Background: an optimization exercise with open tools, aiming at small area, a short achievable clock period and few clock cycles. Do not read the settings as production practice.
Only simulation tests tie the RTL to the original design; equivalence was not proved.

Setup of run 1:
// sequence_hamming_window_matcher_top
module sequence_hamming_window_matcher_top (
    input  logic                              i_clk,
    input  logic                              i_rst_n,
    input  logic                              i_in_valid,
    output logic                              o_in_stall,
    input  shwm_pkg::t_in_beat                i_in,
    output logic                              o_out_valid,
    input  logic                              i_out_stall,
    output shwm_pkg::t_out_beat               o_out,
    input  logic                              i_cfg_we,
    input  logic [shwm_pkg::CFG_IDX_W-1:0]    i_cfg_idx,
    input  logic [shwm_pkg::CFG_DATA_W-1:0]   i_cfg_wdata
);
    localparam int RQ_DEPTH = 5;
    shwm_pkg::t_in_beat  beat;
    logic [63:0]         wsel;
    logic                push;
    logic                start;
    logic                issue;
    logic                rewind;
    logic [5:0]          s_next;
    logic                issue_last;
    logic [15:0]         win_sel;
    logic [15:0]         en;
    logic [THR_W-1:0]    thr;
    logic                pop;
    shwm_ctrl #(
        .RQ_DEPTH (RQ_DEPTH)
    ) u_ctrl (
        .i_clk        (i_clk),
        .i_rst_n      (i_rst_n),
        .i_in_valid   (i_in_valid),
        .o_in_stall   (o_in_stall),
        .i_in         (i_in),
        .i_cfg_we     (i_cfg_we),
        .i_cfg_idx    (i_cfg_idx),
        .i_cfg_wdata  (i_cfg_wdata),
        .i_pop        (pop),
        .o_beat       (beat),
        .o_wsel       (wsel),
        .o_push       (push),
        .o_start      (start),
        .o_issue      (issue),
        .o_rewind     (rewind),
        .o_s          (s_next),
        .o_issue_last (issue_last),
        .o_win_sel    (win_sel),
        .o_en         (en),
        .o_thr        (thr)
    );
    shwm_datapath #(
        .RQ_DEPTH (RQ_DEPTH)
    ) u_datapath (
        .i_clk        (i_clk),
        .i_rst_n      (i_rst_n),
        .i_beat       (beat),
        .i_wsel       (wsel),
        .i_push       (push),
        .i_start      (start),
        .i_issue      (issue),
        .i_rewind     (rewind),
        .i_s          (s_next),
        .i_issue_last (issue_last),
  ...
Size: ~7000 flip-flops, about 110 I/O pins, roughly 280000 sq um of cells after synthesis.
export LEC_CHECK = 0
export ABC_CLOCK_PERIOD_IN_PS = 3000
export CAP_MARGIN = 20
export CELL_PAD_IN_SITES_DETAIL_PLACEMENT = 1
export CELL_PAD_IN_SITES_GLOBAL_PLACEMENT = 2
export CORE_MARGIN = 2
export CORE_UTILIZATION = 55
export PLACE_DENSITY = 0.65
export SLEW_MARGIN = 20
create_clock -name core_clock -period 10.0 [get_ports {i_clk}]
standard.sh (not shown) runs the stock make flow with config.mk's settings and CLKGATE_MAP_FILE= SYNTH_SCRIPT=/design/flow/synth_recipe.tcl, a recipe that flattens the netlist after the stock synthesis.
==> flow/flow/run.sh <==
#!/bin/bash
set -euo pipefail
sed 's/"\${@:-finish}"/SETUP_SLACK_MARGIN=6.6 "${@:-finish}"/' standard.sh > standard_margin.sh
grep -q 'SETUP_SLACK_MARGIN=6.6' standard_margin.sh
bash standard_margin.sh > flow_make.log 2>&1
Testbench counts of run 1, summed over its fixed seeds: cycles 33,297.
Edits applied to the flow inputs when going from run 1 to run 2:
# run 1
export LEC_CHECK = 0
export ABC_CLOCK_PERIOD_IN_PS = 3000
export CAP_MARGIN = 20
export CELL_PAD_IN_SITES_DETAIL_PLACEMENT = 1
export CELL_PAD_IN_SITES_GLOBAL_PLACEMENT = 2
export CORE_MARGIN = 2
export CORE_UTILIZATION = 55
export PLACE_DENSITY = 0.65
export SLEW_MARGIN = 20
create_clock -name core_clock -period 10.0 [get_ports {i_clk}]
# run 2
export LEC_CHECK = 0
export ABC_CLOCK_PERIOD_IN_PS = 3000
export CAP_MARGIN = 20
export CELL_PAD_IN_SITES_DETAIL_PLACEMENT = 1
export CELL_PAD_IN_SITES_GLOBAL_PLACEMENT = 2
export CORE_MARGIN = 2
export CORE_UTILIZATION = 68
export PLACE_DENSITY = 0.78
export SLEW_MARGIN = 20
create_clock -name core_clock -period 10.0 [get_ports {i_clk}]
Among run 1 and run 2, a clean, completed layout was produced by run 1 alone. Flow for run 2 halted at global routing (5_1_grt), error code GRT-0116. Summary — starting density of the core, run 2 relative to run 1: higher, by 13 points. Number of buffers created by CTS: run 2 < run 1. Half-perimeter wire length after placement: run 2 vs run 1 down 3.5%. Diff run 1 -> run 2: die width went down by 10%; routability congestion estimate from global placement increased about 14%.
Edits applied to the flow inputs when going from run 2 to run 3:
# run 2
export LEC_CHECK = 0
export ABC_CLOCK_PERIOD_IN_PS = 3000
export CAP_MARGIN = 20
export CELL_PAD_IN_SITES_DETAIL_PLACEMENT = 1
export CELL_PAD_IN_SITES_GLOBAL_PLACEMENT = 2
export CORE_MARGIN = 2
export CORE_UTILIZATION = 68
export PLACE_DENSITY = 0.78
export SLEW_MARGIN = 20
create_clock -name core_clock -period 10.0 [get_ports {i_clk}]
# run 3
export LEC_CHECK = 0
export ABC_CLOCK_PERIOD_IN_PS = 3000
export CAP_MARGIN = 20
export CELL_PAD_IN_SITES_DETAIL_PLACEMENT = 1
export CELL_PAD_IN_SITES_GLOBAL_PLACEMENT = 2
export CORE_MARGIN = 2
export CORE_UTILIZATION = 55
export PLACE_DENSITY = 0.65
export SLEW_MARGIN = 20
create_clock -name core_clock -period 10.0 [get_ports {i_clk}]
==> flow/flow/run.sh <==
#!/bin/bash
set -euo pipefail
CTS='CTS_ARGS=-sink_clustering_enable -repair_clock_nets -sink_clustering_size 20 -sink_clustering_max_diameter 60 -dont_use_dummy_load'
sed "s/\"\\\${@:-finish}\"/SETUP_SLACK_MARGIN=6.6 '$CTS' \"\${@:-finish}\"/" standard.sh > standard_margin.sh
grep -q 'SETUP_SLACK_MARGIN=6.6' standard_margin.sh
grep -q 'dont_use_dummy_load' standard_margin.sh
bash standard_margin.sh > flow_make.log 2>&1
### Flow results
Run 3 did not stop at any stage, and its layout met the timing, DRC and antenna checks. Looking at worst-case setup slack after placement across both flows, run 3 is the weaker of the two, with run 2 ahead. Against run 2 as the reference, run 3 delivers a lower number of buffers created by CTS. Post-synthesis compound-gate area fraction: run 2 vs run 3 identical. Post-DP HPWL grows by a few percent when moving from run 2 to run 3. Going from run 2 to run 3, post-detailed-placement cell area picked up an extra 0.77%, number of H-tree branching levels neither gained nor lost much. Diff run 3..run 2 | mux share of post-synthesis cell area | unchanged. Run 3 vs run 2: height of the chip up. Number of cells in the design after placement was lower in run 2 than in run 3.

==> what the ideal ports hide <==
How much do the figures lean on ideal ports? The routed layouts below were timed once more, with nothing changed but the port constraints. Step 1 sets driving cells, clkbuf_16 on the clock port and buf_2 on the other inputs (assumed; they add their load-dependent delay and slew). Step 2, shift: input delay + t, output delay - t, t = (earliest + latest rising clock arrival at the registers) / 2. This alone moves slack from input paths to output paths. Three values: ideal ports, drivers, drivers and shift; two values: the first two.
| run | t, ns | slack for setup (ns) | worst hold slack (ns) |
|---|---|---|---|
| run 1 | 1.298 | 6.187 / 6.042 / 5.823 | 0.321 / 0.321 / 0.321 |
| run 3 | 1.257 | 6.253 / 6.103 / 5.732 | 0.319 / 0.319 / 0.319 |
After both steps setup and hold are still met in every run listed. For run 3, which loses most, drivers alone change the setup slack by -0.150 ns; drivers and shift together by -0.521 ns.
